What follows belongs to an exercise in optimizing a design on an open flow for small area and a short achievable clock period; a production flow would make more cautious choices.
The RTL was checked by simulation tests, not by an equivalence proof against the original design.
Power is estimated from default activity; no workload was simulated.

==> flow/design.v <==
package reg_check_monitor_pkg;
  typedef enum logic [1:0] {IDLE, RUN, CHECK, DONE} state_t;
  localparam int DEF_DATA_W = 32;
  localparam int DEF_NUM_REGS = 32;
  localparam int DEF_NUM_CHECKS = 8;
  localparam int DEF_CYC_W = 32;
endpackage
module reg_check_table
#(
  parameter int DATA_W = reg_check_monitor_pkg::DEF_DATA_W,
  parameter int NUM_REGS = reg_check_monitor_pkg::DEF_NUM_REGS,
  parameter int NUM_CHECKS = reg_check_monitor_pkg::DEF_NUM_CHECKS,
  localparam int AW = $clog2(NUM_REGS),
  localparam int IW = $clog2(NUM_CHECKS)
) (
  input  logic clk,
  input  logic rst_n,
  input  logic we_i,
  input  logic [IW-1:0] w_idx_i,
  input  logic [AW-1:0] w_reg_i,
  input  logic [DATA_W-1:0] w_exp_i,
  input  logic w_en_i,
  output logic [NUM_CHECKS-1:0] en_o,
  output logic [NUM_CHECKS-1:0][AW-1:0] reg_o,
  output logic [NUM_CHECKS-1:0][DATA_W-1:0] exp_o
);
  logic [NUM_CHECKS-1:0] en_q;
  logic [NUM_CHECKS-1:0][AW-1:0] reg_q;
  logic [NUM_CHECKS-1:0][DATA_W-1:0] exp_q;
  always_ff @(posedge clk or negedge rst_n) begin
    if (!rst_n) begin
      en_q <= '0;
    end else begin
      for (int i = 0; i < NUM_CHECKS; i++) if (we_i && w_idx_i == IW'(i)) en_q[i] <= w_en_i;
    end
  end
  always_ff @(posedge clk) begin
    for (int i = 0; i < NUM_CHECKS; i++) begin
      if (we_i && w_idx_i == IW'(i)) begin
        reg_q[i] <= w_reg_i;
        exp_q[i] <= w_exp_i;
      end
    end
  end
  assign en_o = en_q;
  assign reg_o = reg_q;
  assign exp_o = exp_q;
endmodule
module reg_check_monitor
#(
  parameter int DATA_W = reg_check_monitor_pkg::DEF_DATA_W,
  parameter int NUM_REGS = reg_check_monitor_pkg::DEF_NUM_REGS,
  parameter int NUM_CHECKS = reg_check_monitor_pkg::DEF_NUM_CHECKS,
  parameter int CYC_W = reg_check_monitor_pkg::DEF_CYC_W,
  localparam int AW = $clog2(NUM_REGS),
  localparam int IW = $clog2(NUM_CHECKS)
) (
  input  logic clk,
  input  logic rst_n,
  input  logic wr_en,
  input  logic [AW-1:0] wr_addr,
  input  logic [DATA_W-1:0] wr_data,
  input  logic cfg_valid,
  output logic cfg_ready,
  input  logic [IW-1:0] cfg_idx,
  input  logic [AW-1:0] cfg_reg,
  input  logic [DATA_W-1:0] cfg_exp,
  input  logic cfg_en,
  input  logic start,
  input  logic [CYC_W-1:0] target_cycle,
  output logic busy,
  output logic done,
  output logic pass,
  output logic [IW:0] fail_count,
  output logic [IW-1:0] first_fail_idx,
  output logic [CYC_W-1:0] cycle_cnt
);
  localparam logic [IW-1:0] LAST = IW'(NUM_CHECKS - 1);
  logic left_q, busy_q, chk_q, done_q;
  logic [CYC_W-1:0] cnt_q, cnt_i, cnt_inc, tgt_q;
  logic [IW-1:0] idx_q, first_q;
  logic [IW:0] fails_q;
  logic pass_q;
  logic [NUM_REGS-1:0][DATA_W-1:0] shadow_q;
  logic [NUM_REGS-1:0] wrote_q, wsel;
  logic [NUM_CHECKS-1:0] rp_q, rp_d;
  logic [AW-1:0] rd_q;
  logic [NUM_REGS-1:0] sel_q;
  logic [DATA_W-1:0] diff_q;
  logic en_q;
  logic [NUM_CHECKS-1:0] t_en;
  logic [NUM_CHECKS-1:0][AW-1:0] t_reg;
  logic [NUM_CHECKS-1:0][DATA_W-1:0] t_exp;
  logic [AW-1:0] n_reg;
  logic [DATA_W-1:0] sv, e_exp;
  logic t_we, run, go, leave_q, last, hit;
  assign t_we = cfg_valid && !left_q;
  reg_check_table #(.DATA_W(DATA_W), .NUM_REGS(NUM_REGS), .NUM_CHECKS(NUM_CHECKS)) u_table (
    .clk(clk),
    .rst_n(rst_n),
    .we_i(t_we),
    .w_idx_i(cfg_idx),
    .w_reg_i(cfg_reg),
    .w_exp_i(cfg_exp),
    .w_en_i(cfg_en),
    .en_o(t_en),
    .reg_o(t_reg),
    .exp_o(t_exp)
  );
  always_comb begin
    for (int r = 0; r < NUM_REGS; r++) wsel[r] = wr_en && wr_addr == AW'(r);
  end
  always_ff @(posedge clk) begin
    for (int r = 0; r < NUM_REGS; r++) if (wsel[r]) shadow_q[r] <= wr_data;
  end
  always_ff @(posedge clk or negedge rst_n) begin
    if (!rst_n) wrote_q <= '0;
    else wrote_q <= wrote_q | wsel;
  end
  assign go = start && (!left_q || done_q);
  assign cnt_inc = &cnt_i ? cnt_i : cnt_i + CYC_W'(1);
  assign run = busy_q && !chk_q;
  assign last = chk_q && idx_q == LAST;
  assign rp_d = leave_q ? NUM_CHECKS'(2) : chk_q ? {rp_q[NUM_CHECKS-2:0], rp_q[NUM_CHECKS-1]} : NUM_CHECKS'(1);
  always_comb begin
    n_reg = '0;
    for (int i = 0; i < NUM_CHECKS; i++) if (rp_d[i]) n_reg |= t_reg[i];
    if (t_we && cfg_idx == '0) n_reg = cfg_reg;
    sv = '0;
    for (int r = 0; r < NUM_REGS; r++) if (sel_q[r]) sv |= shadow_q[r];
    if (wr_en && wr_addr == rd_q) sv = wr_data;
    e_exp = '0;
    for (int i = 0; i < NUM_CHECKS; i++) if (rp_q[i]) e_exp |= t_exp[i];
  end
  assign hit = en_q && |diff_q;
  always_ff @(posedge clk) begin
    if (go) tgt_q <= target_cycle;
    cnt_i <= go ? CYC_W'(1) : cnt_inc;
    idx_q <= chk_q ? idx_q + IW'(1) : '0;
    rp_q <= rp_d;
    rd_q <= n_reg;
    for (int r = 0; r < NUM_REGS; r++) sel_q[r] <= n_reg == AW'(r) && (wrote_q[r] || wsel[r]);
    diff_q <= sv ^ e_exp;
    en_q <= |(rp_q & t_en);
  end
  always_ff @(posedge clk or negedge rst_n) begin
    if (!rst_n) begin
      left_q <= 1'b0;
      busy_q <= 1'b0;
      chk_q <= 1'b0;
      done_q <= 1'b0;
      leave_q <= 1'b0;
      cnt_q <= '0;
      first_q <= '0;
      fails_q <= '0;
      pass_q <= 1'b0;
    end else begin
      left_q <= left_q || start;
      busy_q <= go || (busy_q && !last);
      chk_q <= leave_q || (chk_q && !last);
      leave_q <= go ? target_cycle <= CYC_W'(1) : run && !leave_q && cnt_i + CYC_W'(1) == tgt_q;
      done_q <= last || (done_q && !start);
      if (go) cnt_q <= CYC_W'(1);
      else if (run) cnt_q <= cnt_inc;
      if (go) begin
        first_q <= '0;
        fails_q <= '0;
        pass_q <= 1'b0;
      end else if (chk_q) begin
        if (hit) fails_q <= fails_q + (IW+1)'(1);
        if (hit && fails_q == '0) first_q <= idx_q;
        if (last) pass_q <= fails_q == '0 && !hit;
      end
    end
  end
  assign cfg_ready = !left_q;
  assign busy = busy_q;
  assign done = done_q;
  assign pass = pass_q;
  assign fail_count = fails_q;
  assign first_fail_idx = first_q;
  assign cycle_cnt = cnt_q;
endmodule
==> flow/run.sh <==
#!/bin/bash
# synth_recipe.tcl (not shown) runs the flow's synth.tcl, then flattens the netlist and writes it again
# the make line also repeats each setting of config.mk as NAME=value (left out here)
make -C /OpenROAD-flow-scripts/flow DESIGN_CONFIG=/design/flow/config.mk WORK_HOME=/design/flow/orfs CLKGATE_MAP_FILE= SYNTH_SCRIPT=/design/flow/synth_recipe.tcl finish
==> flow/config.mk <==
export PLATFORM = sky130hd
export DESIGN_NAME = reg_check_monitor
export DESIGN_NICKNAME = reg_check_monitor
export VERILOG_FILES = /design/flow/design.v
export SDC_FILE = /design/flow/constraint.sdc
export NUM_CORES = 4
export LEC_CHECK = 0
export ABC_CLOCK_PERIOD_IN_PS = 2800
export CAP_MARGIN = 20
export CORE_MARGIN = 2
export CORE_UTILIZATION = 65
export CTS_CLUSTER_DIAMETER = 80
export CTS_CLUSTER_SIZE = 24
export SETUP_SLACK_MARGIN = 4.5
export SLEW_MARGIN = 20
export TNS_END_PERCENT = 20
==> flow/constraint.sdc <==
create_clock -name core_clock -period 7.0 [get_ports {clk}]
set_input_delay 1.4000 -clock core_clock [delete_from_list [all_inputs] [get_ports {clk}]]
set_output_delay 1.4000 -clock core_clock [all_outputs]
set_load 0.01 [all_outputs]
==> results.toml, run 1 <==
[status]
status = "complete, no violations"

[synthesis]
synth_edf_count = 1352
synth_compound_area_frac = 0.107
synthArstFlopShare = 0.0548
netlist.area_leader.share = 0.722
synth_adder_area_share = 0.00111
avgSynthCellArea_um2 = 17.5
synthDistinctLibCells = 75
synth_top_family_by_area = "compound AO/OA/AOI/OAI gates"
synthXorXnorAreaFrac = 0.0154
synth_ff_type = "edfxtp_1"
synth-simple-area-share = 0.0554
syn-cell-area_um2 = 56200
yosysMostFrequentCell = "edfxtp_1"
muxShareOfSynthArea = 0.00785
ys_top_cells_by_count = "edfxtp_1 (1352), a22oi_1 (516), clkbuf_1 (133)"
yosys-top-cells-area = "edfxtp_1 (72%), a22oi_1 (6.9%), dfxtp_1 (4.0%)"
ys_ff_latch = 1550
syn_inst = 3209
syn-num-nets = 3329
synth_area_leader_cell = "edfxtp_1"
ys_warn_count = 2
ys_seq_area_frac = 0.800

[cells_and_area]
areaGrowthSynthToFinish_pct = 14.2
layout.nets = 3621
drive_gt1_frac = 0.199
post-route-util = 0.752
final_cells = 4705

[clocking]
clk_latency_ns = 0.69
postCtsHoldBufs = 0
cts.sinks = 1550
cts_tree = "yes"
clk_path_buf_depth = 3
cts_buffers = 75
root_buffer = "clkbuf_16"
clk_pin_slew_ns = 0.10
cts.htree.levels = 3

[timing]
setup_slack_ns = 4.35
max_freq_ghz = 0.378
relSlewSlack = 0.228
final-max-slew-violation-count = 0
hold_viol = 0
whs_ns = 0.455
tightest_slew_ns = 1.16
grt_setup_unrepaired = "true"
clock-skew-final_ns = 0.0306
fin_setup_tns_ns = 0
final.min_clock_period_ns = 2.65
post-route-period-util = 0.378
setup_viol = 0

[drt]
drt_iter0_drc = 6015
first_pass_iters = 10
drc_errors = 0
wirelength_mm = 175
vias_per_cell = 7.36
postRouteAntennaNets = 0
avgRoutedWirePerCell_um = 37.2
dr_total_vias = 34600

[placement]
io_buffers = 157
pre_cts_slack_ns = 2.26
placed_cells = 4447
hpwl_mm = 92.7
place_congestion = 0.925

[worst_setup_path]
r2r-start = "sel_q[23]"
path_buf_inv = 1
startpoint_type = "flip-flop"
critPathMaxFanout = 2
required_ns = 5.60
crit_start = "cnt_q[19]"
critical-path-top-delay-family = "flip-flops"
end_kind = "output port"
timing.rr.end = "diff_q[22]"
crit_chain = "buf_2"
cp_slowest_cell = "dfrtp_1"
rrSetupSlack_ns = 4.40
crit_type = "flip-flop to output port"
arrival_ns = 1.25
slowest_delay_ns = 0.43
reg2regPathDepth = 7

[global_routing]
grt_pass1_vias = 32800
met2_usage = 0.583
grt_remaining_overflow = 0
grtUsageTotal = 0.388
met3_usage = 0.108
grt.busiest_layer = "met2"
grt_max_degree = 68
met1_usage = 0.549
antenna_found_initial = 8
grt_first_pass_wirelength_mm = 242

[min_path]
hold_class = "flip-flop to flip-flop"
min_to = "wrote_q[12]"
hp-start = "wrote_q[12]"
hold_path_depth = 1

[die]
ios = 158
coreArea_um2 = 85400
start_util = 0.658
num_rows = 107
die_area_um2 = 88900
die_w_um = 298
die_h_um = 298

[pwr]
p_leak_nw = 20.7
p_per_area_nw_per_um2 = 253
peakVddDrop_mv = 0.254

[flow_run]
maxCapViolCount = 0
worst max path at each step:
stage / endpoint / cells after the start
floorplan: sel_q[28] / 5
global placement: sel_q[27] / 6
detailed placement: shadow_q[796] / 4
CTS: done / 1
global route: cycle_cnt[19] / 1
finish: cycle_cnt[19] / 1
cells by family (layout without fill, tap and decap cells):
kind of cell / Yosys count / in the layout
adder cells (fa/ha/maj): 5 / 5
buffers and inverters: 189 / 532
AO/OA/AOI/OAI: 783 / 783
flip-flops: 1550 / 1550
other: 0 / 4
XOR/XNOR: 98 / 98
AND/OR/NAND/NOR: 544 / 549
multiplexers: 40 / 40
registers in the layout, summed over array words and instances, names as in the netlist, 4 cells and up:
register and flops:
diff_q 32, cnt_i 32, cnt_q 32, rd_q 5, wrote_q 32, shadow_q 1024
u_table.exp_q 256, u_table.en_q 8, tgt_q 32, u_table.reg_q 40, sel_q 32, rp_q 8
fails_q 4
area by class of cell:
type	instances	area, µm²
antenna	4	10.0
clock buffer	123	2120
clock inverter	10	98.8
fill	5081	21200
inverter	21	103
multi-input combinational	1475	11800
sequential	1550	45100
tap	1144	1430
timing repair buffer	377	3600
timing repair inverter	1	8.76
metrics by stage:
| stage | cell area, µm² | power [mW] |
|---|---|---|
| after floorplan | 56700 | 10.9 |
| after detailed placement | 59800 | 11.4 |
| after global placement | 59800 | 11.4 |
| after CTS | 63400 | 16.2 |
| final | 64200 | 16.2 |
| after global routing | 64200 | 16.6 |
power by group:
| part | switching, mW | internal [mW] | total, mW |
|---|---|---|---|
| Combinational | 0.533 | 0.358 | 0.891 |
| Sequential | 0.152 | 10.2 | 10.4 |
| Clock | 2.81 | 2.12 | 4.93 |
layout by cell type (no fill, tap or decap), types with 16 or more instances in the layout:
cell type / Yosys / final
a21oi_1: 39 / 37
a21oi_2: 29 / 29
a221oi_1: 76 / 67
a22o_1: 74 / 74
a22oi_1: 516 / 516
buf_12: 0 / 29
buf_2: 11 / 45
buf_4: 2 / 150
buf_6: 4 / 37
clkbuf_1: 133 / 45
clkbuf_16: 0 / 80
clkdlybuf4s50_1: 0 / 82
dfrtp_1: 85 / 82
dfxtp_1: 113 / 67
dfxtp_2: 0 / 38
edfxtp_1: 1352 / 1352
mux2_2: 33 / 32
nand2_1: 32 / 24
nand3_1: 83 / 73
nand4_1: 123 / 123
nor2_1: 94 / 56
nor2_4: 0 / 38
nor3b_1: 37 / 23
nor4_1: 51 / 26
nor4_4: 1 / 16
or2_2: 35 / 28
xnor2_1: 36 / 34
xor2_1: 61 / 58
per-layer routing:
layer	routed length, µm	up-vias
met3	26500	469
li1	-	13700
met1	61000	17300
met5	11	-
met4	8090	2
met2	79600	3105
repair_timing:
item                        CTS  global route
pin swaps                    29            44
setup endpoints to repair  1572           838
gates resized for setup     328           172
setup buffers                65            46
cloned                        7             3
==> run 2: changes to the inputs <==
--- a/flow/config.mk
+++ b/flow/config.mk
@@ -7,10 +7,9 @@
 export LEC_CHECK = 0
 export ABC_CLOCK_PERIOD_IN_PS = 2800
-export CAP_MARGIN = 20
+export CAP_MARGIN = 10
 export CORE_MARGIN = 2
 export CORE_UTILIZATION = 65
 export CTS_CLUSTER_DIAMETER = 80
 export CTS_CLUSTER_SIZE = 24
-export SETUP_SLACK_MARGIN = 4.5
-export SLEW_MARGIN = 20
-export TNS_END_PERCENT = 20
+export SETUP_SLACK_MARGIN = 4.4
+export SLEW_MARGIN = 10
==> results.toml, run 2 <==
[drt]
avgRoutedWirePerCell_um = 37.8
wirelength_mm = 178
postRouteAntennaNets = 0
drc_errors = 0
drt_iter0_drc = 6295
first_pass_iters = 6
vias_per_cell = 7.41
dr_total_vias = 34800

[die]
die_w_um = 298
coreArea_um2 = 85400
die_area_um2 = 88900
ios = 158
start_util = 0.658
die_h_um = 298
num_rows = 107

[synthesis]
synthDistinctLibCells = 75
ys_seq_area_frac = 0.800
synth_ff_type = "edfxtp_1"
yosys-top-cells-area = "edfxtp_1 (72%), a22oi_1 (6.9%), dfxtp_1 (4.0%)"
syn-num-nets = 3329
syn-cell-area_um2 = 56200
syn_inst = 3209
avgSynthCellArea_um2 = 17.5
synth_area_leader_cell = "edfxtp_1"
ys_warn_count = 2
ys_top_cells_by_count = "edfxtp_1 (1352), a22oi_1 (516), clkbuf_1 (133)"
synthArstFlopShare = 0.0548
ys_ff_latch = 1550
netlist.area_leader.share = 0.722
yosysMostFrequentCell = "edfxtp_1"
synth_edf_count = 1352

[pwr]
p_leak_nw = 20.6
peakVddDrop_mv = 0.231
power_mw = 16.2
p_per_area_nw_per_um2 = 253

[cells_and_area]
drive_gt1_frac = 0.192
layout.nets = 3627
areaGrowthSynthToFinish_pct = 13.8
layout_common_cells = "edfxtp_1 (1352), a22oi_1 (516), buf_4 (175)"
final.fill_count = 5089
post-route-util = 0.749
mostFrequentLayoutCell = "edfxtp_1"
multiInputGateArea_um2 = 11700
final_cells = 4700
reg_top3 = "shadow_q: 1024 flops, u_table.exp_q: 256 flops, u_table.reg_q: 40 flops"
regMostFlops = "shadow_q"
regArea_um2 = 45100
largest_reg_flops = 1024

[timing]
fin_setup_tns_ns = 0
grt_setup_unrepaired = "true"
final.min_clock_period_ns = 2.65
max_freq_ghz = 0.377
final-max-slew-violation-count = 0
setup_slack_ns = 4.35
tightest_slew_ns = 1.17
setup_viol = 0
hold_viol = 0
relSlewSlack = 0.223
post-route-period-util = 0.379
clock-skew-final_ns = 0.0387

[clocking]
cts_buffers = 75
clk_pin_slew_ns = 0.09
clk_latency_ns = 0.68
cts.sinks = 1550
cts.htree.levels = 3
clk_path_buf_depth = 3
root_buffer = "clkbuf_16"
postCtsHoldBufs = 0
cts_tree = "yes"

[placement]
pre_cts_slack_ns = 2.05
placed_cells = 4458
hpwl_mm = 95.1
io_buffers = 157
place_congestion = 0.902

[worst_setup_path]
arrival_ns = 1.25
r2r-start = "sel_q[10]"
required_ns = 5.60
startpoint_type = "flip-flop"
path_buf_inv = 1
reg2regPathDepth = 7
crit_chain = "buf_6"
slowest_delay_ns = 0.44
critical-path-top-delay-family = "flip-flops"
cp_slowest_cell = "dfrtp_1"
rrSetupSlack_ns = 4.36
crit_type = "flip-flop to output port"
end_kind = "output port"
critPathMaxFanout = 2
timing.rr.end = "diff_q[3]"

[global_routing]
antenna_found_initial = 12
grt_pass1_vias = 32900
grtUsageTotal = 0.396
grt_max_degree = 79
grt_remaining_overflow = 0
grt_first_pass_wirelength_mm = 247

[min_path]
hold_path_depth = 1
hold_class = "flip-flop to flip-flop"
min_to = "wrote_q[21]"
hp-start = "wrote_q[21]"

[flow_run]
maxCapViolCount = 0

[status]
status = "complete, no violations"
run 2: repair_timing:
item / 4_1_cts / 5_1_grt
setup buffers: 81 / 20
pin swaps: 39 / 17
resized for setup: 355 / 64
endpoints found under the setup margin: 1512 / 374
cloned: 15 / 0
run 2: how the worst max path moves through the flow:
stage / endpoint / depth (start not counted) / startpoint
3_3_place_gp: shadow_q[919] / 4 / wr_addr[3]
5_1_grt: leave_q / 9 / cnt_i[0]
2_1_floorplan: sel_q[28] / 5 / wr_addr[3]
4_1_cts: cycle_cnt[5] / 1 / cnt_q[5]
3_5_place_dp: shadow_q[924] / 4 / wr_addr[3]
6_report: cycle_cnt[5] / 1 / cnt_q[5]
run 2: metrics by stage:
stage          hold WS [ns]  instance area (µm²)
6_report              0.457                64000
5_1_grt               0.462                64000
2_1_floorplan         0.417                57000
3_3_place_gp          0.431                60100
4_1_cts               0.456                63700
3_5_place_dp          0.433                60100
run 2: cell type report:
class                           count  area share
Timing Repair Buffer              375      0.0534
Inverter                           21     0.00180
Clock buffer                      110      0.0329
Multi-Input combinational cell   1481       0.184
Antenna cell                        7    0.000274
Clock inverter                      9     0.00151
Sequential cell                  1550       0.704
Tap cell                         1144      0.0224
Timing Repair inverter              3    0.000391
run 2: report_power, final:
group	switching, mW	internal, mW
Combinational	0.533	0.368
Sequential	0.150	10.2
Clock	2.78	2.12
Total	3.47	12.7
run 2: kinds of logic (layout without fill, tap and decap cells):
family | Yosys count | count (layout) | synth area share
AND/OR/NAND/NOR | 544 | 554 | 0.0554
other | 0 | 7 | 0
AO/OA/AOI/OAI | 783 | 784 | 0.107
XOR/XNOR | 98 | 98 | 0.0154
adder cells (fa/ha/maj) | 5 | 5 | 0.00111
multiplexers | 40 | 40 | 0.00785
buffers and inverters | 189 | 518 | 0.0135
flip-flops | 1550 | 1550 | 0.800
run 2: metal layers:
layer  track usage  wire, µm
met1         0.551     62100
met2         0.600     80900
met3        0.0936     24300
met4         0.190     10100
met5       0.00812       163
==> run 3: changes to the inputs <==
--- a/flow/design.v
+++ b/flow/design.v
@@ -93,4 +93,6 @@
   logic [NUM_CHECKS-1:0][DATA_W-1:0] t_exp;
   logic [AW-1:0] n_reg;
+  logic [NUM_REGS-1:0] n_sel;
+  logic byp;
   logic [DATA_W-1:0] sv, e_exp;
   logic t_we, run, go, leave_q, last, hit;
@@ -126,5 +128,6 @@
     n_reg = '0;
     for (int i = 0; i < NUM_CHECKS; i++) if (rp_d[i]) n_reg |= t_reg[i];
-    if (t_we && cfg_idx == '0) n_reg = cfg_reg;
+    byp = t_we && cfg_idx == '0;
+    for (int r = 0; r < NUM_REGS; r++) n_sel[r] = byp ? cfg_reg == AW'(r) : n_reg == AW'(r);
     sv = '0;
     for (int r = 0; r < NUM_REGS; r++) if (sel_q[r]) sv |= shadow_q[r];
@@ -139,6 +142,6 @@
     idx_q <= chk_q ? idx_q + IW'(1) : '0;
     rp_q <= rp_d;
-    rd_q <= n_reg;
-    for (int r = 0; r < NUM_REGS; r++) sel_q[r] <= n_reg == AW'(r) && (wrote_q[r] || wsel[r]);
+    rd_q <= byp ? cfg_reg : n_reg;
+    sel_q <= n_sel & (wrote_q | wsel);
     diff_q <= sv ^ e_exp;
     en_q <= |(rp_q & t_en);
--- a/flow/config.mk
+++ b/flow/config.mk
@@ -7,9 +7,9 @@
 export LEC_CHECK = 0
 export ABC_CLOCK_PERIOD_IN_PS = 2800
-export CAP_MARGIN = 10
+export CAP_MARGIN = 20
 export CORE_MARGIN = 2
 export CORE_UTILIZATION = 65
 export CTS_CLUSTER_DIAMETER = 80
 export CTS_CLUSTER_SIZE = 24
-export SETUP_SLACK_MARGIN = 4.4
-export SLEW_MARGIN = 10
+export SETUP_SLACK_MARGIN = 4.5
+export SLEW_MARGIN = 20
==> results.toml, run 3 <==
[status]
status = "complete, no violations"

[drt]
top_layer = "met5"
dr_wl_met3_mm = 25.2
drc_errors = 0
avgRoutedWirePerCell_um = 37.5
wirelength_met1_mm = 60.4
vias_per_cell = 7.39
wirelength_mm = 178
dr_total_vias = 35000
postRouteAntennaNets = 0
met2_wirelength_mm = 81.6
drt_iter0_drc = 6020
first_pass_iters = 9

[synthesis]
synth_edf_count = 1352
syn-num-nets = 3362
ys_seq_area_frac = 0.801
ys_ff_latch = 1550
netlist.area_leader.share = 0.723
syn-cell-area_um2 = 56200
avgSynthCellArea_um2 = 17.3
ys_warn_count = 2
yosysMostFrequentCell = "edfxtp_1"
synth_area_leader_cell = "edfxtp_1"
yosys-top-cells-area = "edfxtp_1 (72%), a22oi_1 (7.0%), dfxtp_1 (4.0%)"
synth_ff_type = "edfxtp_1"
synthArstFlopShare = 0.0548
synthDistinctLibCells = 68
syn_inst = 3242
ys_top_cells_by_count = "edfxtp_1 (1352), a22oi_1 (524), clkbuf_1 (126)"

[placement]
hpwl_mm = 95.5
placed_cell_area_um2 = 60100
place_congestion = 0.903
io_buffers = 157
pre_cts_slack_ns = 2.47

[worst_setup_path]
end_kind = "output port"
critPathMaxFanout = 2
path_buf_inv = 1
crit_chain = "buf_2"
arrival_ns = 1.26
critical-path-top-delay-family = "flip-flops"
crit_type = "flip-flop to output port"
cp_slowest_cell = "dfrtp_1"
startpoint_type = "flip-flop"
required_ns = 5.60
slowest_delay_ns = 0.44

[die]
die_area_um2 = 88800
die_h_um = 298
ios = 158
start_util = 0.658
die_w_um = 298
coreArea_um2 = 85400
num_rows = 107

[pwr]
peakVddDrop_mv = 0.205
p_leak_nw = 20.9
p_per_area_nw_per_um2 = 248

[cells_and_area]
layout.nets = 3659
largest_reg_flops = 1024
drive_gt1_frac = 0.193
mostFrequentLayoutCell = "edfxtp_1"
layout_common_cells = "edfxtp_1 (1352), a22oi_1 (523), buf_4 (153)"
final_cell_area_um2 = 64500
final.fill_count = 5057
areaGrowthSynthToFinish_pct = 14.8
reg_top3 = "shadow_q: 1024 flops, u_table.exp_q: 256 flops, u_table.reg_q: 40 flops"
regMostFlops = "shadow_q"

[global_routing]
grt_first_pass_wirelength_mm = 247
grt_remaining_overflow = 0
grtUsageTotal = 0.395
grt_max_degree = 65
antenna_found_initial = 10
grt_pass1_vias = 33600

[timing]
final-max-slew-violation-count = 0
post-route-period-util = 0.380
grt_setup_unrepaired = "true"
hold_viol = 0
final.min_clock_period_ns = 2.66
fin_setup_tns_ns = 0
setup_slack_ns = 4.34
setup_viol = 0
tightest_slew_ns = 1.15
max_freq_ghz = 0.376
clock-skew-final_ns = 0.0256
relSlewSlack = 0.232

[flow_run]
maxCapViolCount = 0

[min_path]
hold_class = "flip-flop to flip-flop"

[clocking]
cts.htree.levels = 3
clk_pin_slew_ns = 0.09
cts.sinks = 1550
clk_latency_ns = 0.67
cts_tree = "yes"
cts_buffers = 75
clk_path_buf_depth = 3
root_buffer = "clkbuf_16"
run 3: repair_timing:
action,4_1_cts,5_1_grt
pin swaps,58,47
cloned,9,5
resized for setup,445,101
hold buffers,0,0
setup buffers,80,19
endpoints found under the setup margin,1564,361
run 3: final timing paths:
check	startpoint	endpoint	depth (start not counted)	slack, ns
hold reg to reg	wrote_q[22]	wrote_q[22]	1	0.45
hold / removal	wrote_q[22]	wrote_q[22]	1	0.45
setup / recovery	cnt_q[2]	cycle_cnt[2]	1	4.34
max in group asynchronous	rst_n	wrote_q[17]	2	5.20
min in group asynchronous	rst_n	cnt_q[24]	1	0.68
setup reg to reg	cnt_i[23]	leave_q	8	4.38
run 3: cells by family (layout without fill, tap and decap cells):
group | Yosys count | after routing | share of synthesized area
simple gates | 579 | 586 | 0.0571
fa+ha+maj | 5 | 5 | 0.00111
other cells | 0 | 3 | 0
compound gates | 786 | 786 | 0.105
flops | 1550 | 1550 | 0.801
mux | 37 | 37 | 0.00722
buf+inv | 184 | 526 | 0.0128
xor+xnor | 101 | 101 | 0.0160
run 3: where the power goes:
group	switching, mW	total [mW]	leakage, nW	internal, mW
sequential	0.114	10.3	14.2	10.2
clock	2.79	4.91	1.04	2.12
combinational	0.457	0.772	5.61	0.315
run 3: metal layers:
| layer | global-route usage | up-vias |
|---|---|---|
| li1 | - | 13800 |
| met1 | 0.547 | 17600 |
| met2 | 0.607 | 3020 |
| met3 | 0.0887 | 554 |
| met4 | 0.185 | 18 |
| met5 | 0 | - |
run 3: stage by stage:
step | instances | power, mW | utilization | hold WS (ns)
2_1_floorplan | 3242 | 10.8 | - | 0.417
3_3_place_gp | 4492 | 11.2 | 0.703 | 0.426
3_5_place_dp | 4493 | 11.2 | 0.703 | 0.433
4_1_cts | 4711 | 15.9 | 0.748 | 0.452
5_1_grt | 4736 | 16.4 | 0.755 | 0.469
6_report | 4738 | 16.0 | 0.755 | 0.453
run 3: area by class of cell:
class	count	area (µm²)	area share
Clock buffer	125	2130	0.0330
Multi-Input combinational cell	1515	11900	0.185
Inverter	19	97.6	0.00151
Timing Repair Buffer	378	3710	0.0575
Sequential cell	1550	45100	0.700
Antenna cell	3	7.51	0.000116
Clock inverter	4	53.8	0.000834
Tap cell	1144	1430	0.0222
==> run 4: changes to the inputs <==
--- a/flow/design.v
+++ b/flow/design.v
@@ -93,6 +93,4 @@
   logic [NUM_CHECKS-1:0][DATA_W-1:0] t_exp;
   logic [AW-1:0] n_reg;
-  logic [NUM_REGS-1:0] n_sel;
-  logic byp;
   logic [DATA_W-1:0] sv, e_exp;
   logic t_we, run, go, leave_q, last, hit;
@@ -128,6 +126,5 @@
     n_reg = '0;
     for (int i = 0; i < NUM_CHECKS; i++) if (rp_d[i]) n_reg |= t_reg[i];
-    byp = t_we && cfg_idx == '0;
-    for (int r = 0; r < NUM_REGS; r++) n_sel[r] = byp ? cfg_reg == AW'(r) : n_reg == AW'(r);
+    if (t_we && cfg_idx == '0) n_reg = cfg_reg;
     sv = '0;
     for (int r = 0; r < NUM_REGS; r++) if (sel_q[r]) sv |= shadow_q[r];
@@ -142,6 +139,6 @@
     idx_q <= chk_q ? idx_q + IW'(1) : '0;
     rp_q <= rp_d;
-    rd_q <= byp ? cfg_reg : n_reg;
-    sel_q <= n_sel & (wrote_q | wsel);
+    rd_q <= n_reg;
+    for (int r = 0; r < NUM_REGS; r++) sel_q[r] <= n_reg == AW'(r) && (wrote_q[r] || wsel[r]);
     diff_q <= sv ^ e_exp;
     en_q <= |(rp_q & t_en);
==> flow/flow/run.sh (new file) <==
#!/bin/bash
# The standard layout (the standard.sh: standard synthesis, ORFS flow to finish) with one
# change: the buffers that buffer_ports puts on every input and output port are buf_2 cells
# instead of the default clkdlybuf4s50_1, which are larger; timing repair still resizes them.
set -euo pipefail
bash standard.sh "BUFFER_PORTS_ARGS=-buffer_cell sky130_fd_sc_hd__buf_2" finish > orfs_make.log 2>&1
test -f out/final.def
==> flow/standard.sh (new file) <==
#!/bin/bash
# synth_recipe.tcl (not shown) runs the flow's synth.tcl, then flattens the netlist and writes it again
# the make line also repeats each setting of config.mk as NAME=value (left out here)
make -C /OpenROAD-flow-scripts/flow DESIGN_CONFIG=/design/flow/config.mk WORK_HOME=/design/flow/orfs CLKGATE_MAP_FILE= SYNTH_SCRIPT=/design/flow/synth_recipe.tcl "${@:-finish}"
--- a/flow/config.mk
+++ b/flow/config.mk
@@ -14,2 +14,3 @@
 export SETUP_SLACK_MARGIN = 4.5
 export SLEW_MARGIN = 20
+export TNS_END_PERCENT = 20
removed: flow/run.sh
==> results.toml, run 4 <==
[die]
die_h_um = 298
start_util = 0.658
die_area_um2 = 88900
num_rows = 107
ios = 158
coreArea_um2 = 85400
die_w_um = 298

[status]
status = "complete, no violations"

[cells_and_area]
final.fill_count = 5228
drive_gt1_frac = 0.207
areaGrowthSynthToFinish_pct = 11.5
largest_reg_flops = 1024
reg_top3 = "shadow_q: 1024 flops, u_table.exp_q: 256 flops, u_table.reg_q: 40 flops"
mostFrequentLayoutCell = "edfxtp_1"
layout_common_cells = "edfxtp_1 (1352), a22oi_1 (516), buf_2 (150)"
regMostFlops = "shadow_q"
final_cell_area_um2 = 62700
layout.nets = 3545

[global_routing]
grt_pass1_vias = 32400
antenna_found_initial = 13
grtUsageTotal = 0.382
grt_first_pass_wirelength_mm = 238
grt_remaining_overflow = 0
grt_max_degree = 69

[timing]
final-max-slew-violation-count = 0
relSlewSlack = 0.351
fin_setup_tns_ns = 0
tightest_slew_ns = 0.974
max_freq_ghz = 0.367
grt_setup_unrepaired = "true"
post-route-period-util = 0.390
setup_viol = 0
setup_slack_ns = 4.27
whs_ns = 0.454
hold_viol = 0
final.min_clock_period_ns = 2.73
clock-skew-final_ns = 0.0233

[synthesis]
yosys-top-cells-area = "edfxtp_1 (72%), a22oi_1 (6.9%), dfxtp_1 (4.0%)"
synth_ff_type = "edfxtp_1"
avgSynthCellArea_um2 = 17.5
synthArstFlopShare = 0.0548
syn-cell-area_um2 = 56200
syn_inst = 3209
synthDistinctLibCells = 75
ys_warn_count = 2
synth_area_leader_cell = "edfxtp_1"
ys_top_cells_by_count = "edfxtp_1 (1352), a22oi_1 (516), clkbuf_1 (133)"
ys_seq_area_frac = 0.800
yosysMostFrequentCell = "edfxtp_1"
syn-num-nets = 3329
ys_ff_latch = 1550
synth_edf_count = 1352
netlist.area_leader.share = 0.722

[pwr]
power_mw = 16.1
p_per_area_nw_per_um2 = 256
power_frac_seq = 0.646
switching_share = 0.214
switchingPower_mw = 3.43
p_int_mw = 12.6
peakVddDrop_mv = 0.252
clkPwrFrac = 0.303
p_comb_frac = 0.051
p_leak_nw = 20.1

[min_path]
hold_class = "flip-flop to flip-flop"

[worst_setup_path]
end_kind = "output port"
startpoint_type = "flip-flop"
required_ns = 5.60
critPathMaxFanout = 3
arrival_ns = 1.33
crit_type = "flip-flop to output port"

[drt]
vias_per_cell = 7.34
dr_total_vias = 34000
postRouteAntennaNets = 0
avgRoutedWirePerCell_um = 37.0
first_pass_iters = 7
wirelength_mm = 171
drc_errors = 0
drt_iter0_drc = 5562

[clocking]
cts.htree.levels = 3
cts_buffers = 75
root_buffer = "clkbuf_16"
clk_latency_ns = 0.67
cts.sinks = 1550
clk_path_buf_depth = 3
clk_pin_slew_ns = 0.09
cts_tree = "yes"

[placement]
place_congestion = 0.873
placed_cell_area_um2 = 58900
io_buffers = 157
hpwl_mm = 89.5
pre_cts_slack_ns = 3.05

[flow_run]
maxCapViolCount = 0
## run 4: cell count changes after synthesis, moves of 8 or more
| cell | previous run | this run |
|---|---|---|
| a21oi_1 | 69 | 39 |
| a21oi_2 | 0 | 29 |
| a221oi_1 | 68 | 76 |
| a22oi_1 | 524 | 516 |
| and3_1 | 3 | 15 |
| nand2_1 | 54 | 32 |
| nand3_1 | 91 | 83 |
| nor2_1 | 119 | 94 |
## run 4: final cells by class
| type | instances | area [µm²] | area share |
|---|---|---|---|
| flip-flops and latches | 1550 | 45100 | 0.719 |
| multi-input cells | 1472 | 11700 | 0.187 |
| repair buffers | 305 | 2240 | 0.0358 |
| clock buffers | 124 | 2110 | 0.0336 |
| well taps | 1144 | 1430 | 0.0228 |
| inverters | 21 | 92.6 | 0.00148 |
| clock inverters | 6 | 57.6 | 0.000918 |
| diodes | 4 | 10.0 | 0.000160 |
## run 4: kinds of logic (layout without fill, tap and decap cells)
| family | count (synthesis) | count (layout) | share of synthesized area |
|---|---|---|---|
| compound gates | 783 | 783 | 0.107 |
| other cells | 0 | 4 | 0 |
| mux | 40 | 40 | 0.00785 |
| buf+inv | 189 | 456 | 0.0135 |
| xor+xnor | 98 | 98 | 0.0154 |
| flops | 1550 | 1550 | 0.800 |
| simple gates | 544 | 546 | 0.0554 |
| fa+ha+maj | 5 | 5 | 0.00111 |
## run 4: final timing paths
check                      cells past startpoint  slack (ns)   startpoint           to
setup / recovery                               2        4.27       left_q    cfg_ready
hold / removal                                 1        0.45  wrote_q[11]  wrote_q[11]
hold reg to reg                                1        0.45  wrote_q[11]  wrote_q[11]
setup reg to reg                               7        4.38    sel_q[23]    diff_q[3]
min in group asynchronous                      1        0.60        rst_n      leave_q
max in group asynchronous                      2        5.10        rst_n        chk_q
## run 4: power by group through the flow
| stage | logic (mW) | clock network (mW) | registers, mW |
|---|---|---|---|
| after floorplan | 0.404 | 0 | 10.5 |
| after global placement | 0.710 | 0 | 10.6 |
| after detailed placement | 0.731 | 0 | 10.6 |
| after CTS | 0.766 | 4.88 | 10.4 |
| after global routing | 0.866 | 5.17 | 10.4 |
| final | 0.815 | 4.87 | 10.4 |
## run 4: layer usage
layer / wire length [µm] / vias to the layer above / GRT usage / share of wire
li1: - / 13500 / - / -
met1: 61400 / 17200 / 0.543 / 0.36
met2: 79800 / 2764 / 0.596 / 0.47
met3: 23500 / 424 / 0.0850 / 0.14
met4: 6450 / 10 / 0.126 / 0.038
met5: 76 / - / 0 / 0.00044
## run 4: stage by stage
| stage | instances | utilization |
|---|---|---|
| after CTS | 4599 | 0.727 |
| after floorplan | 3209 | - |
| after global placement | 4430 | 0.690 |
| final | 4626 | 0.734 |
| after detailed placement | 4430 | 0.690 |
| after global routing | 4626 | 0.734 |
## run 4: worst max-delay path, cell delays in order (launching register included)
cell,delay (ns)
dfrtp_1,0.41
clkinvlp_4,0.12
buf_2,0.15
## run 4: timing repair
item / 4_1_cts / 5_1_grt
gates resized for setup: 158 / 97
hold buffers: 0 / 0
endpoints found under the setup margin: 1258 / 448
gates cloned: 3 / 0
pin swaps: 24 / 19
setup buffers: 36 / 23
==> run 5: changes to the inputs <==
--- a/flow/config.mk
+++ b/flow/config.mk
@@ -14,3 +14,2 @@
 export SETUP_SLACK_MARGIN = 4.5
 export SLEW_MARGIN = 20
-export TNS_END_PERCENT = 20
==> results.toml, run 5 <==
[clocking]
clk_pin_slew_ns = 0.09
clk_latency_ns = 0.68
cts.sinks = 1550
clk_path_buf_depth = 3
cts.htree.levels = 3
root_buffer = "clkbuf_16"
cts_buffers = 75
cts_tree = "yes"

[timing]
tightest_slew_ns = 0.950
setup_slack_ns = 4.33
grt_setup_unrepaired = "true"
post-route-period-util = 0.381
fin_setup_tns_ns = 0
setup_viol = 0
final.min_clock_period_ns = 2.67
final-max-slew-violation-count = 0
relSlewSlack = 0.361
clock-skew-final_ns = 0.0305
max_freq_ghz = 0.374
whs_ns = 0.455
hold_viol = 0

[worst_setup_path]
timing.rr.end = "diff_q[13]"
slowest_delay_ns = 0.45
critPathMaxFanout = 2
end_kind = "output port"
reg2regPathDepth = 7
critical-path-top-delay-family = "flip-flops"
rrSetupSlack_ns = 4.45
crit_type = "flip-flop to output port"
crit_start = "cnt_q[5]"
crit_chain = "buf_2"
path_buf_inv = 1
arrival_ns = 1.27
required_ns = 5.60
r2r-start = "sel_q[16]"
cp_slowest_cell = "dfrtp_1"
startpoint_type = "flip-flop"

[cells_and_area]
largest_reg_flops = 1024
layout_common_cells = "edfxtp_1 (1352), a22oi_1 (516), buf_2 (142)"
layout.nets = 3558
reg_top3 = "shadow_q: 1024 flops, u_table.exp_q: 256 flops, u_table.reg_q: 40 flops"
areaGrowthSynthToFinish_pct = 11.8
mostFrequentLayoutCell = "edfxtp_1"
drive_gt1_frac = 0.203
regMostFlops = "shadow_q"

[synthesis]
synth_area_leader_cell = "edfxtp_1"
synthArstFlopShare = 0.0548
synthXorXnorAreaFrac = 0.0154
syn_inst = 3209
ys_seq_area_frac = 0.800
syn-cell-area_um2 = 56200
synth_top_family_by_area = "compound AO/OA/AOI/OAI gates"
netlist.area_leader.share = 0.722
syn-num-nets = 3329
synth_edf_count = 1352
ys_ff_latch = 1550
ys_warn_count = 2
yosysMostFrequentCell = "edfxtp_1"
ys_top_cells_by_count = "edfxtp_1 (1352), a22oi_1 (516), clkbuf_1 (133)"
synth_ff_type = "edfxtp_1"
synthDistinctLibCells = 75
muxShareOfSynthArea = 0.00785
synth_compound_area_frac = 0.107
yosys-top-cells-area = "edfxtp_1 (72%), a22oi_1 (6.9%), dfxtp_1 (4.0%)"
synth_adder_area_share = 0.00111
synth-simple-area-share = 0.0554
avgSynthCellArea_um2 = 17.5

[drt]
postRouteAntennaNets = 0
vias_per_cell = 7.31
dr_total_vias = 34000
first_pass_iters = 8
avgRoutedWirePerCell_um = 36.4
drt_iter0_drc = 5838
wirelength_mm = 169
drc_errors = 0

[global_routing]
grt_max_degree = 81
grt_remaining_overflow = 0
grt_pass1_vias = 32000
grt_first_pass_wirelength_mm = 235
grtUsageTotal = 0.376
antenna_found_initial = 12

[min_path]
hp-start = "wrote_q[5]"
min_to = "wrote_q[5]"
hold_class = "flip-flop to flip-flop"
hold_path_depth = 1

[pwr]
p_leak_nw = 20.2
power_mw = 16.1
switching_share = 0.212
clkPwrFrac = 0.306
peakVddDrop_mv = 0.317
p_int_mw = 12.7
p_comb_frac = 0.050
power_frac_seq = 0.645
p_per_area_nw_per_um2 = 256
switchingPower_mw = 3.41

[placement]
io_buffers = 157
pre_cts_slack_ns = 2.98
place_congestion = 0.881
hpwl_mm = 86.5

[die]
ios = 158
num_rows = 107
die_w_um = 298
die_h_um = 298
start_util = 0.658
die_area_um2 = 88900
coreArea_um2 = 85400

[flow_run]
maxCapViolCount = 0

[status]
status = "complete, no violations"
==> run 5: cell families after synthesis <==
logic type               Yosys count
flip-flops                      1550
XOR/XNOR                          98
AO/OA/AOI/OAI                    783
multiplexers                      40
AND/OR/NAND/NOR                  544
buffers and inverters            189
adder cells (fa/ha/maj)            5
==> run 5: worst max path at each step <==
| stage | endpoint | slack (ns) | cells past startpoint |
|---|---|---|---|
| 6_report | cycle_cnt[5] | 4.33 | 1 |
| 5_1_grt | cfg_ready | 4.31 | 2 |
| 2_1_floorplan | sel_q[28] | 3.67 | 5 |
| 3_5_place_dp | shadow_q[919] | 2.98 | 4 |
| 4_1_cts | cycle_cnt[5] | 4.31 | 1 |
| 3_3_place_gp | shadow_q[669] | 2.99 | 4 |
==> run 5: power by group through the flow <==
stage                     registers, mW  clock network, mW  logic (mW)
final                              10.4               4.93       0.798
after global routing               10.4               5.25       0.854
after CTS                          10.4               4.94       0.760
after detailed placement           10.6                  0       0.719
after global placement             10.6                  0       0.697
after floorplan                    10.5                  0       0.412
==> run 5: routing by layer <==
metal,wire [µm],track usage,share of wire,vias up
met5,42,0,0.00025,-
met4,8490,0.154,0.050,8
met3,22400,0.0809,0.13,440
li1,-,-,-,13600
met1,60200,0.534,0.36,17200
met2,78100,0.577,0.46,2741
==> run 5: cell type report <==
| class | count | area, µm² |
|---|---|---|
| sequential | 1550 | 45000 |
| fill | 5221 | 22500 |
| multi-input combinational | 1472 | 11600 |
| timing repair buffer | 316 | 2430 |
| clock buffer | 131 | 2150 |
| tap | 1144 | 1430 |
| inverter | 21 | 115 |
| clock inverter | 7 | 96.3 |
| timing repair inverter | 2 | 16.3 |
| antenna | 6 | 15.0 |
==> run 5: metrics by stage <==
step                      cell area (µm²)  std cells  utilization
after detailed placement            59100       4425        0.692
after CTS                           62400       4617        0.730
after global placement              59100       4424        0.692
after floorplan                     57000       3209            -
final                               62900       4649        0.736
after global routing                62900       4649        0.736
==> run 5: what timing repair did <==
item	CTS	global route
cloned	6	1
resized for setup	133	63
hold buffers	0	0
setup endpoints to repair	1207	194
pin swaps	24	8
buffers inserted	48	25
==> run 6: changes to the inputs <==
--- a/flow/design.v
+++ b/flow/design.v
@@ -78,4 +78,5 @@
   localparam logic [IW-1:0] LAST = IW'(NUM_CHECKS - 1);
   logic left_q, busy_q, chk_q, done_q;
+  logic left_o_q;
   logic [CYC_W-1:0] cnt_q, cnt_i, cnt_inc, tgt_q;
   logic [IW-1:0] idx_q, first_q;
@@ -147,4 +148,5 @@
     if (!rst_n) begin
       left_q <= 1'b0;
+      left_o_q <= 1'b0;
       busy_q <= 1'b0;
       chk_q <= 1'b0;
@@ -157,4 +159,5 @@
     end else begin
       left_q <= left_q || start;
+      left_o_q <= left_o_q || start;
       busy_q <= go || (busy_q && !last);
       chk_q <= leave_q || (chk_q && !last);
@@ -174,5 +177,5 @@
     end
   end
-  assign cfg_ready = !left_q;
+  assign cfg_ready = !left_o_q;
   assign busy = busy_q;
   assign done = done_q;
--- a/flow/config.mk
+++ b/flow/config.mk
@@ -14,2 +14,3 @@
 export SETUP_SLACK_MARGIN = 4.5
 export SLEW_MARGIN = 20
+export TNS_END_PERCENT = 20
==> results.toml, run 6 <==
[flow_run]
maxCapViolCount = 0

[die]
num_rows = 107
die_w_um = 298
die_h_um = 298
coreArea_um2 = 85300
die_area_um2 = 88500
start_util = 0.657
ios = 158

[synthesis]
synthDistinctLibCells = 71
synth_ff_type = "edfxtp_1"
syn-cell-area_um2 = 56000
synthArstFlopShare = 0.0554
yosysMostFrequentCell = "edfxtp_1"
ys_seq_area_frac = 0.804
ys_top_cells_by_count = "edfxtp_1 (1352), a22oi_1 (516), clkbuf_1 (141)"
synth_edf_count = 1352
ys_ff_latch = 1551
avgSynthCellArea_um2 = 17.6
ys_warn_count = 2
syn-num-nets = 3299
netlist.area_leader.share = 0.725
synth_area_leader_cell = "edfxtp_1"
syn_inst = 3179
yosys-top-cells-area = "edfxtp_1 (72%), a22oi_1 (6.9%), dfxtp_1 (4.0%)"

[pwr]
peakVddDrop_mv = 0.241
clkPwrFrac = 0.305
switching_share = 0.210
p_int_mw = 12.6
switchingPower_mw = 3.34
p_per_area_nw_per_um2 = 254
power_frac_seq = 0.651
p_comb_frac = 0.043
p_leak_nw = 20.2

[status]
status = "complete, no violations"

[worst_setup_path]
required_ns = 7.57
arrival_ns = 3.30
crit_type = "input pin to flip-flop"
startpoint_type = "input pin"
end_kind = "flip-flop"
critPathMaxFanout = 6

[global_routing]
met2_usage = 0.605
grtUsageTotal = 0.383
grt_remaining_overflow = 0
grt_max_degree = 55
antenna_found_initial = 12
met1_usage = 0.522
grt_first_pass_wirelength_mm = 238
met3_usage = 0.0794
grt_pass1_vias = 32700
grt.busiest_layer = "met2"

[clocking]
clk_latency_ns = 0.67
clk_pin_slew_ns = 0.10
cts_tree = "yes"
clk_path_buf_depth = 3
root_buffer = "clkbuf_16"
cts.sinks = 1551
cts.htree.levels = 3
cts_buffers = 75

[cells_and_area]
largest_reg_flops = 1024
drive_gt1_frac = 0.202
layout_common_cells = "edfxtp_1 (1352), a22oi_1 (516), buf_2 (143)"
reg_top3 = "shadow_q: 1024 flops, u_table.exp_q: 256 flops, u_table.reg_q: 40 flops"
regMostFlops = "shadow_q"
mostFrequentLayoutCell = "edfxtp_1"
layout.nets = 3544
final_cells = 4626
areaGrowthSynthToFinish_pct = 12.1

[timing]
tightest_slew_ns = 0.963
post-route-period-util = 0.389
grt_setup_unrepaired = "true"
fin_setup_tns_ns = 0
max_freq_ghz = 0.367
setup_viol = 0
hold_viol = 0
whs_ns = 0.454
final.min_clock_period_ns = 2.72
final-max-slew-violation-count = 0
relSlewSlack = 0.354
clock-skew-final_ns = 0.0239

[drt]
vias_per_cell = 7.31
postRouteAntennaNets = 0
drc_errors = 0
wirelength_mm = 171
drt_iter0_drc = 5563
first_pass_iters = 6
dr_total_vias = 33800
avgRoutedWirePerCell_um = 37.0

[placement]
placed_cells = 4398
place_congestion = 0.888
io_buffers = 157
hpwl_mm = 86.7

[min_path]
hold_class = "flip-flop to flip-flop"
run 6: cell count changes in the layout (fill, tap and decap cells not counted), sizes merged, moves of 6 or more:
cell | previous run | this run
nand2 | 32 | 38
buf | 312 | 323
clkbuf | 134 | 116
a31o | 7 | 0
and4 | 11 | 1
and3 | 15 | 6
and2 | 10 | 4
run 6: layer usage:
metal | vias to the layer above | wire length [µm]
li1 | 13500 | -
met5 | - | 28
met3 | 540 | 21100
met4 | 6 | 9490
met1 | 17100 | 60100
met2 | 2662 | 80600
run 6: logic make-up after synthesis:
family,share of synthesized area
buf+inv,0.0123
xor+xnor,0.0163
fa+ha+maj,0.00112
mux,0.00730
compound gates,0.104
simple gates,0.0551
flops,0.804
run 6: stage by stage:
step | util | cell area, µm² | setup slack, ns | power (mW)
5_1_grt | 0.736 | 62800 | 4.21 | 16.3
4_1_cts | 0.730 | 62200 | 4.29 | 15.9
3_3_place_gp | 0.689 | 58700 | 3.15 | 11.2
3_5_place_dp | 0.689 | 58700 | 3.14 | 11.2
6_report | 0.736 | 62800 | 4.28 | 15.9
2_1_floorplan | - | 56500 | 3.66 | 10.9
run 6: power groups by stage:
stage / sequential, mW / clock, mW / combinational (mW)
5_1_grt: 10.4 / 5.17 / 0.734
6_report: 10.4 / 4.86 / 0.688
3_3_place_gp: 10.6 / 0 / 0.607
3_5_place_dp: 10.6 / 0 / 0.628
4_1_cts: 10.4 / 4.88 / 0.654
2_1_floorplan: 10.5 / 0 / 0.330
run 6: repair_timing:
item	4_1_cts	5_1_grt
cloned	7	1
gates resized for setup	151	59
buffers inserted	52	33
endpoints found under the setup margin	1202	776
hold buffers	0	0
pin swaps	39	26
run 6: cell type report:
class                           count  area (µm²)
Clock buffer                      115        2070
Fill cell                        5177       22500
Timing Repair Buffer              324        2470
Tap cell                         1144        1430
Sequential cell                  1551       45100
Timing Repair inverter              1        7.51
Inverter                           14        58.8
Clock inverter                      9         103
Multi-Input combinational cell   1457       11500
Antenna cell                       11        27.5
run 6: path summary, 6_finish.rpt:
| path | from | to | slack [ns] | cells past startpoint |
|---|---|---|---|---|
| max | cfg_idx[2] | sel_q[19] | 4.28 | 7 |
| max reg2reg | cnt_i[16] | leave_q | 4.33 | 8 |
| min reg2reg | wrote_q[8] | wrote_q[8] | 0.45 | 1 |
| min in group asynchronous | rst_n | cnt_q[13] | 0.68 | 1 |
| max in group asynchronous | rst_n | wrote_q[11] | 5.19 | 2 |
| min | wrote_q[8] | wrote_q[8] | 0.45 | 1 |
run 6: worst max-delay path: stages:
cell and delay (ns):
buf_6 0.09, or3b_4 0.40, or3_4 0.44, a41oi_4 0.39
nor2b_4 0.29, nand2b_4 0.10, nor3b_2 0.18
==> run 7: changes to the inputs <==
--- a/flow/design.v
+++ b/flow/design.v
@@ -77,9 +77,8 @@
 );
   localparam logic [IW-1:0] LAST = IW'(NUM_CHECKS - 1);
-  logic left_q, busy_q, chk_q, done_q;
-  logic left_o_q;
+  logic left_q, busy_q, run_q, chk_q, done_q;
   logic [CYC_W-1:0] cnt_q, cnt_i, cnt_inc, tgt_q;
   logic [IW-1:0] idx_q, first_q;
-  logic [IW:0] fails_q;
+  logic [IW:0] fails_q, fails_i, fails_inc;
   logic pass_q;
   logic [NUM_REGS-1:0][DATA_W-1:0] shadow_q;
@@ -95,5 +94,6 @@
   logic [AW-1:0] n_reg;
   logic [DATA_W-1:0] sv, e_exp;
-  logic t_we, run, go, leave_q, last, hit;
+  logic [CYC_W-1:0] next_eq;
+  logic t_we, go, leave_q, last, hit;
   assign t_we = cfg_valid && !left_q;
   reg_check_table #(.DATA_W(DATA_W), .NUM_REGS(NUM_REGS), .NUM_CHECKS(NUM_CHECKS)) u_table (
@@ -121,5 +121,4 @@
   assign go = start && (!left_q || done_q);
   assign cnt_inc = &cnt_i ? cnt_i : cnt_i + CYC_W'(1);
-  assign run = busy_q && !chk_q;
   assign last = chk_q && idx_q == LAST;
   assign rp_d = leave_q ? NUM_CHECKS'(2) : chk_q ? {rp_q[NUM_CHECKS-2:0], rp_q[NUM_CHECKS-1]} : NUM_CHECKS'(1);
@@ -127,5 +126,5 @@
     n_reg = '0;
     for (int i = 0; i < NUM_CHECKS; i++) if (rp_d[i]) n_reg |= t_reg[i];
-    if (t_we && cfg_idx == '0) n_reg = cfg_reg;
+    if (t_we && rp_d[cfg_idx]) n_reg = cfg_reg;
     sv = '0;
     for (int r = 0; r < NUM_REGS; r++) if (sel_q[r]) sv |= shadow_q[r];
@@ -135,7 +134,14 @@
   end
   assign hit = en_q && |diff_q;
+  assign fails_inc = fails_i + (IW+1)'(1);
+  always_comb begin
+    next_eq[0] = cnt_i[0] ^ tgt_q[0];
+    for (int k = 1; k < CYC_W; k++) next_eq[k] = (cnt_i[k] ^ tgt_q[k]) == (cnt_i[k-1] && !tgt_q[k-1]);
+  end
   always_ff @(posedge clk) begin
     if (go) tgt_q <= target_cycle;
     cnt_i <= go ? CYC_W'(1) : cnt_inc;
+    if (go) fails_i <= '0;
+    else if (chk_q && hit) fails_i <= fails_inc;
     idx_q <= chk_q ? idx_q + IW'(1) : '0;
     rp_q <= rp_d;
@@ -148,6 +154,6 @@
     if (!rst_n) begin
       left_q <= 1'b0;
-      left_o_q <= 1'b0;
       busy_q <= 1'b0;
+      run_q <= 1'b0;
       chk_q <= 1'b0;
       done_q <= 1'b0;
@@ -159,11 +165,11 @@
     end else begin
       left_q <= left_q || start;
-      left_o_q <= left_o_q || start;
       busy_q <= go || (busy_q && !last);
+      run_q <= go || (run_q && !leave_q);
       chk_q <= leave_q || (chk_q && !last);
-      leave_q <= go ? target_cycle <= CYC_W'(1) : run && !leave_q && cnt_i + CYC_W'(1) == tgt_q;
+      leave_q <= go ? target_cycle <= CYC_W'(1) : run_q && !leave_q && &next_eq;
       done_q <= last || (done_q && !start);
       if (go) cnt_q <= CYC_W'(1);
-      else if (run) cnt_q <= cnt_inc;
+      else if (run_q) cnt_q <= cnt_inc;
       if (go) begin
         first_q <= '0;
@@ -171,11 +177,11 @@
         pass_q <= 1'b0;
       end else if (chk_q) begin
-        if (hit) fails_q <= fails_q + (IW+1)'(1);
-        if (hit && fails_q == '0) first_q <= idx_q;
-        if (last) pass_q <= fails_q == '0 && !hit;
+        if (hit) fails_q <= fails_inc;
+        if (hit && fails_i == '0) first_q <= idx_q;
+        if (last) pass_q <= fails_i == '0 && !hit;
       end
     end
   end
-  assign cfg_ready = !left_o_q;
+  assign cfg_ready = !left_q;
   assign busy = busy_q;
   assign done = done_q;
==> flow/run.sh (new file) <==
#!/bin/bash
# synth_recipe.tcl (not shown) runs the flow's synth.tcl, then flattens the netlist and writes it again
# the make line also repeats each setting of config.mk as NAME=value (left out here)
make -C /OpenROAD-flow-scripts/flow DESIGN_CONFIG=/design/flow/config.mk WORK_HOME=/design/flow/orfs CLKGATE_MAP_FILE= SYNTH_SCRIPT=/design/flow/synth_recipe.tcl finish
--- a/flow/config.mk
+++ b/flow/config.mk
@@ -14,3 +14,2 @@
 export SETUP_SLACK_MARGIN = 4.5
 export SLEW_MARGIN = 20
-export TNS_END_PERCENT = 20
removed: flow/flow/run.sh
removed: flow/standard.sh
==> results.toml, run 7 <==
[timing]
hold_viol = 0
fin_setup_tns_ns = 0
relSlewSlack = 0.272
clock-skew-final_ns = 0.0269
post-route-period-util = 0.394
max_freq_ghz = 0.362
grt_setup_unrepaired = "true"
final-max-slew-violation-count = 0
whs_ns = 0.450
tightest_slew_ns = 1.09
setup_viol = 0
final.min_clock_period_ns = 2.76

[pwr]
p_per_area_nw_per_um2 = 248
p_leak_nw = 21.0
peakVddDrop_mv = 0.229

[synthesis]
syn-cell-area_um2 = 56800
netlist.area_leader.share = 0.715
yosys-top-cells-area = "edfxtp_1 (71%), a22oi_1 (8.6%), dfxtp_1 (4.1%)"
ys_ff_latch = 1555
syn-num-nets = 3504
avgSynthCellArea_um2 = 16.9
synthDistinctLibCells = 73
syn_inst = 3353
synth_edf_count = 1352
synth_area_leader_cell = "edfxtp_1"
ys_seq_area_frac = 0.794
synth_ff_type = "edfxtp_1"
ys_warn_count = 2
ys_top_cells_by_count = "edfxtp_1 (1352), a22oi_1 (653), nand4_1 (179)"
yosysMostFrequentCell = "edfxtp_1"
synthArstFlopShare = 0.0553

[drt]
postRouteAntennaNets = 0
wirelength_mm = 176
first_pass_iters = 7
dr_total_vias = 35000
avgRoutedWirePerCell_um = 36.3
vias_per_cell = 7.21
drt_iter0_drc = 5937
drc_errors = 0

[die]
coreArea_um2 = 86600
die_area_um2 = 89700
die_h_um = 300
start_util = 0.656
ios = 158
num_rows = 108
die_w_um = 300

[clocking]
clk_pin_slew_ns = 0.09
clk_path_buf_depth = 3
cts.htree.levels = 3
clk_latency_ns = 0.66
cts.sinks = 1555
cts_buffers = 75
cts_tree = "yes"
root_buffer = "clkbuf_16"

[flow_run]
maxCapViolCount = 0

[placement]
hpwl_mm = 92.5
io_buffers = 157
placed_cell_area_um2 = 60700
place_congestion = 0.856

[cells_and_area]
mostFrequentLayoutCell = "edfxtp_1"
layout_common_cells = "edfxtp_1 (1352), a22oi_1 (653), nand4_1 (179)"
final.fill_count = 5206
areaGrowthSynthToFinish_pct = 13.9
drive_gt1_frac = 0.166
reg_top3 = "shadow_q: 1024 flops, u_table.exp_q: 256 flops, u_table.reg_q: 40 flops"
layout.nets = 3813
final_cell_area_um2 = 64700
largest_reg_flops = 1024
regMostFlops = "shadow_q"

[worst_setup_path]
startpoint_type = "input pin"
required_ns = 7.53
slowest_delay_ns = 0.49
arrival_ns = 3.29
critPathMaxFanout = 6
crit_type = "input pin to flip-flop"
crit_chain = "buf_12 > mux4_2 > and4_4 > or3_4 > buf_6 > and3_4 > a31oi_4 > buf_12 > nor3b_2"
cp_slowest_cell = "mux4_2"
crit_start = "cfg_idx[0]"
end_kind = "flip-flop"
cp_common_cell = "buf_12"
r2r-start = "rp_q[5]"

[global_routing]
grt_max_degree = 82
grt_remaining_overflow = 0
grt_pass1_vias = 33900
grtUsageTotal = 0.388
grt_first_pass_wirelength_mm = 245
antenna_found_initial = 5

[status]
status = "complete, no violations"

[min_path]
hp-start = "wrote_q[16]"
hold_class = "flip-flop to flip-flop"
==> run 7: changes by cell type after synthesis, moves of 55 or more <==
cell,before,now
inv_1,13,81
nand3_1,82,27
a221oi_1,74,0
a22o_1,76,2
o21ai_0,9,72
a22oi_1,516,653
nand4_1,116,179
==> run 7: worst max-delay path: cells and delay by family <==
kind / cells / cell delay [ns]
buf+inv: 3 / 0.39
mux: 1 / 0.49
simple gates: 4 / 0.81
compound gates: 1 / 0.19
==> run 7: final cells by class <==
class | count | area, µm² | share of cell area
antenna | 3 | 7.51 | 0.000116
clock inverter | 7 | 63.8 | 0.000987
sequential | 1555 | 45100 | 0.698
multi-input combinational | 1560 | 11900 | 0.184
timing repair buffer | 388 | 3790 | 0.0586
inverter | 82 | 312 | 0.00482
tap | 1155 | 1450 | 0.0223
clock buffer | 98 | 1980 | 0.0307
==> run 7: path summary, 6_finish.rpt <==
check | cells past startpoint | slack, ns | end
setup / recovery | 9 | 4.24 | sel_q[31]
hold / removal | 2 | 0.45 | wrote_q[16]
setup reg to reg | 9 | 4.35 | sel_q[31]
hold reg to reg | 2 | 0.45 | wrote_q[16]
max in group asynchronous | 2 | 5.43 | chk_q
min in group asynchronous | 1 | 0.55 | u_table.en_q[3]
==> run 7: cell families after synthesis <==
family / share of synthesized area
and+or+nand+nor: 0.0575
AOI/OAI and AO/OA: 0.106
DFF: 0.794
adders and majority gates: 0.00793
muxes: 0.00291
buffers and inverters: 0.0169
xor gates and xnor gates: 0.0150
==> run 7: through the flow <==
| step | setup slack [ns] | instances | total power, mW | utilization |
|---|---|---|---|---|
| floorplan | 3.63 | 3353 | 10.9 | - |
| global placement | 2.43 | 4619 | 11.4 | 0.701 |
| detailed placement | 2.32 | 4620 | 11.4 | 0.701 |
| CTS | 4.19 | 4802 | 16.0 | 0.738 |
| global route | 4.21 | 4846 | 16.4 | 0.746 |
| finish | 4.24 | 4848 | 16.0 | 0.747 |
==> run 7: layer usage <==
layer,vias up,wire [µm],global-route usage
met4,6,8430,0.161
met1,17600,61100,0.532
met3,466,22800,0.0810
li1,14100,-,-
met2,2796,83500,0.617
met5,-,62,0.00159
==> run 7: power by group <==
part	switching, mW	internal (mW)
combinational	0.541	0.315
clock	2.75	2.01
sequential	0.146	10.3
total	3.44	12.6
==> run 7: repair_timing <==
action / in CTS / in global routing
buffers inserted: 71 / 38
setup endpoints to repair: 1563 / 289
pin swaps: 42 / 16
hold endpoints to repair: 0 / 0
resized for setup: 355 / 58
gates cloned: 6 / 5
hold buffers: 0 / 0
==> run 8: changes to the inputs <==
--- a/flow/config.mk
+++ b/flow/config.mk
@@ -9,5 +9,5 @@
 export CAP_MARGIN = 20
 export CORE_MARGIN = 2
-export CORE_UTILIZATION = 65
+export CORE_UTILIZATION = 75
 export CTS_CLUSTER_DIAMETER = 80
 export CTS_CLUSTER_SIZE = 24
==> results.toml, run 8 <==
[worst_setup_path]
crit_chain = "buf_4 > a22oi_1 > nand4_1 > nor4_2 > nand2_1 > o21ai_1 > xnor2_1"
critical-path-top-delay-family = "simple AND/OR/NAND/NOR gates"
end_kind = "flip-flop"
slowest_delay_ns = 0.85
critPathMaxFanout = 32
required_ns = 7.60
r2r-start = "sel_q[0]"
startpoint_type = "flip-flop"
crit_type = "flip-flop to flip-flop"
crit_start = "sel_q[0]"
arrival_ns = 3.40
cp_slowest_cell = "nor4_2"
path_buf_inv = 1

[global_routing]
grt_remaining_overflow = 0
grt_first_pass_wirelength_mm = 253
grtUsageTotal = 0.467
grt_max_degree = 86
grt_pass1_vias = 35900
antenna_found_initial = 9

[drt]
wirelength_mm = 182
vias_per_cell = 7.96
first_pass_iters = 7
postRouteAntennaNets = 0
dr_total_vias = 37200
avgRoutedWirePerCell_um = 38.9
drc_errors = 0
drt_iter0_drc = 7158

[cells_and_area]
final.fill_count = 3133
regMostFlops = "shadow_q"
areaGrowthSynthToFinish_pct = 13.4
layout.nets = 3790
post-route-util = 0.862
layout_common_cells = "edfxtp_1 (1352), a22oi_1 (649), nand4_1 (179)"
mostFrequentLayoutCell = "edfxtp_1"
largest_reg_flops = 1024
drive_gt1_frac = 0.163
reg_top3 = "shadow_q: 1024 flops, u_table.exp_q: 256 flops, u_table.reg_q: 40 flops"

[synthesis]
syn-cell-area_um2 = 56800
synth_edf_count = 1352
syn-num-nets = 3504
ys_ff_latch = 1555
synthArstFlopShare = 0.0553
yosysMostFrequentCell = "edfxtp_1"
syn_inst = 3353
synth_ff_type = "edfxtp_1"
synth_area_leader_cell = "edfxtp_1"
avgSynthCellArea_um2 = 16.9
yosys-top-cells-area = "edfxtp_1 (71%), a22oi_1 (8.6%), dfxtp_1 (4.1%)"
ys_seq_area_frac = 0.794
synthDistinctLibCells = 73
netlist.area_leader.share = 0.715
ys_warn_count = 2
ys_top_cells_by_count = "edfxtp_1 (1352), a22oi_1 (653), nand4_1 (179)"

[clocking]
cts.htree.levels = 3
clk_pin_slew_ns = 0.10
root_buffer = "clkbuf_16"
cts_tree = "yes"
cts_buffers = 74
clk_latency_ns = 0.67
cts.sinks = 1555
postCtsHoldBufs = 0
clk_path_buf_depth = 3

[min_path]
hold_class = "flip-flop to flip-flop"
hp-start = "wrote_q[17]"

[timing]
grt_setup_unrepaired = "true"
tightest_slew_ns = 1.12
whs_ns = 0.478
setup_viol = 0
setup_slack_ns = 4.20
post-route-period-util = 0.400
fin_setup_tns_ns = 0
final-max-slew-violation-count = 0
hold_viol = 0
relSlewSlack = 0.253
clock-skew-final_ns = 0.0208
max_freq_ghz = 0.357
final.min_clock_period_ns = 2.80

[die]
die_h_um = 279
ios = 158
coreArea_um2 = 74700
die_w_um = 279
die_area_um2 = 77900
start_util = 0.760
num_rows = 100

[placement]
place_congestion = 0.892
pre_cts_slack_ns = 2.21
hpwl_mm = 92.0
io_buffers = 157

[status]
status = "complete, no violations"

[pwr]
power_mw = 16.2
p_leak_nw = 21.0
peakVddDrop_mv = 0.229
p_per_area_nw_per_um2 = 251

[flow_run]
maxCapViolCount = 0
==> run 8: cells by family after synthesis <==
kind of cell,after synthesis,synth area share
mux,14,0.00291
xor+xnor,97,0.0150
flops,1555,0.794
compound gates,816,0.106
buf+inv,244,0.0169
simple gates,591,0.0575
fa+ha+maj,36,0.00793
==> run 8: metal layers <==
metal  track usage  part of all wire  vias up
li1              -                 -    14100
met4         0.283             0.084       14
met5             0           0.00057        -
met1         0.594              0.30    17900
met3         0.166              0.17     1009
met2         0.700              0.44     4132
==> run 8: power breakdown <==
group,internal [mW],switching (mW),leakage (nW)
logic,0.293,0.527,5.75
registers,10.3,0.157,14.2
clock network,2.13,2.81,1.06
==> run 8: stage by stage <==
stage / cell area [µm²] / cells
floorplan: 57600 / 3353
global placement: 60300 / 4407
detailed placement: 60300 / 4410
CTS: 63900 / 4647
global route: 64400 / 4671
finish: 64400 / 4675
==> run 8: worst reg2reg max path: stages (launching register included) <==
cell and delay [ns]:
dfxtp_2 0.32, buf_4 0.37, a22oi_1 0.36, nand4_1 0.46, nor4_2 0.85, nand2_1 0.12, o21ai_1 0.13, xnor2_1 0.13
==> run 8: repair_timing <==
action                     in CTS  in global routing
hold endpoints to repair        0                  0
buffers inserted               87                 21
pin swaps                      56                 28
cloned                         12                  2
gates resized for setup       361                 59
setup endpoints to repair    1535                656
==> run 8: cell type report <==
class | instances | area, µm² | area share
Sequential cell | 1555 | 45100 | 0.701
Multi-Input combinational cell | 1564 | 12000 | 0.186
Timing Repair Buffer | 362 | 3550 | 0.0550
Clock buffer | 132 | 2130 | 0.0331
Tap cell | 969 | 1210 | 0.0188
Inverter | 82 | 319 | 0.00495
Clock inverter | 6 | 80.1 | 0.00124
Antenna cell | 5 | 12.5 | 0.000194
==> run 8: final timing paths <==
check	slack (ns)	endpoint	depth (start not counted)
setup / recovery	4.20	diff_q[8]	7
hold / removal	0.48	wrote_q[17]	2
setup reg to reg	4.20	diff_q[8]	7
hold reg to reg	0.48	wrote_q[17]	2
max in group asynchronous	5.49	leave_q	2
min in group asynchronous	0.50	u_table.en_q[5]	1
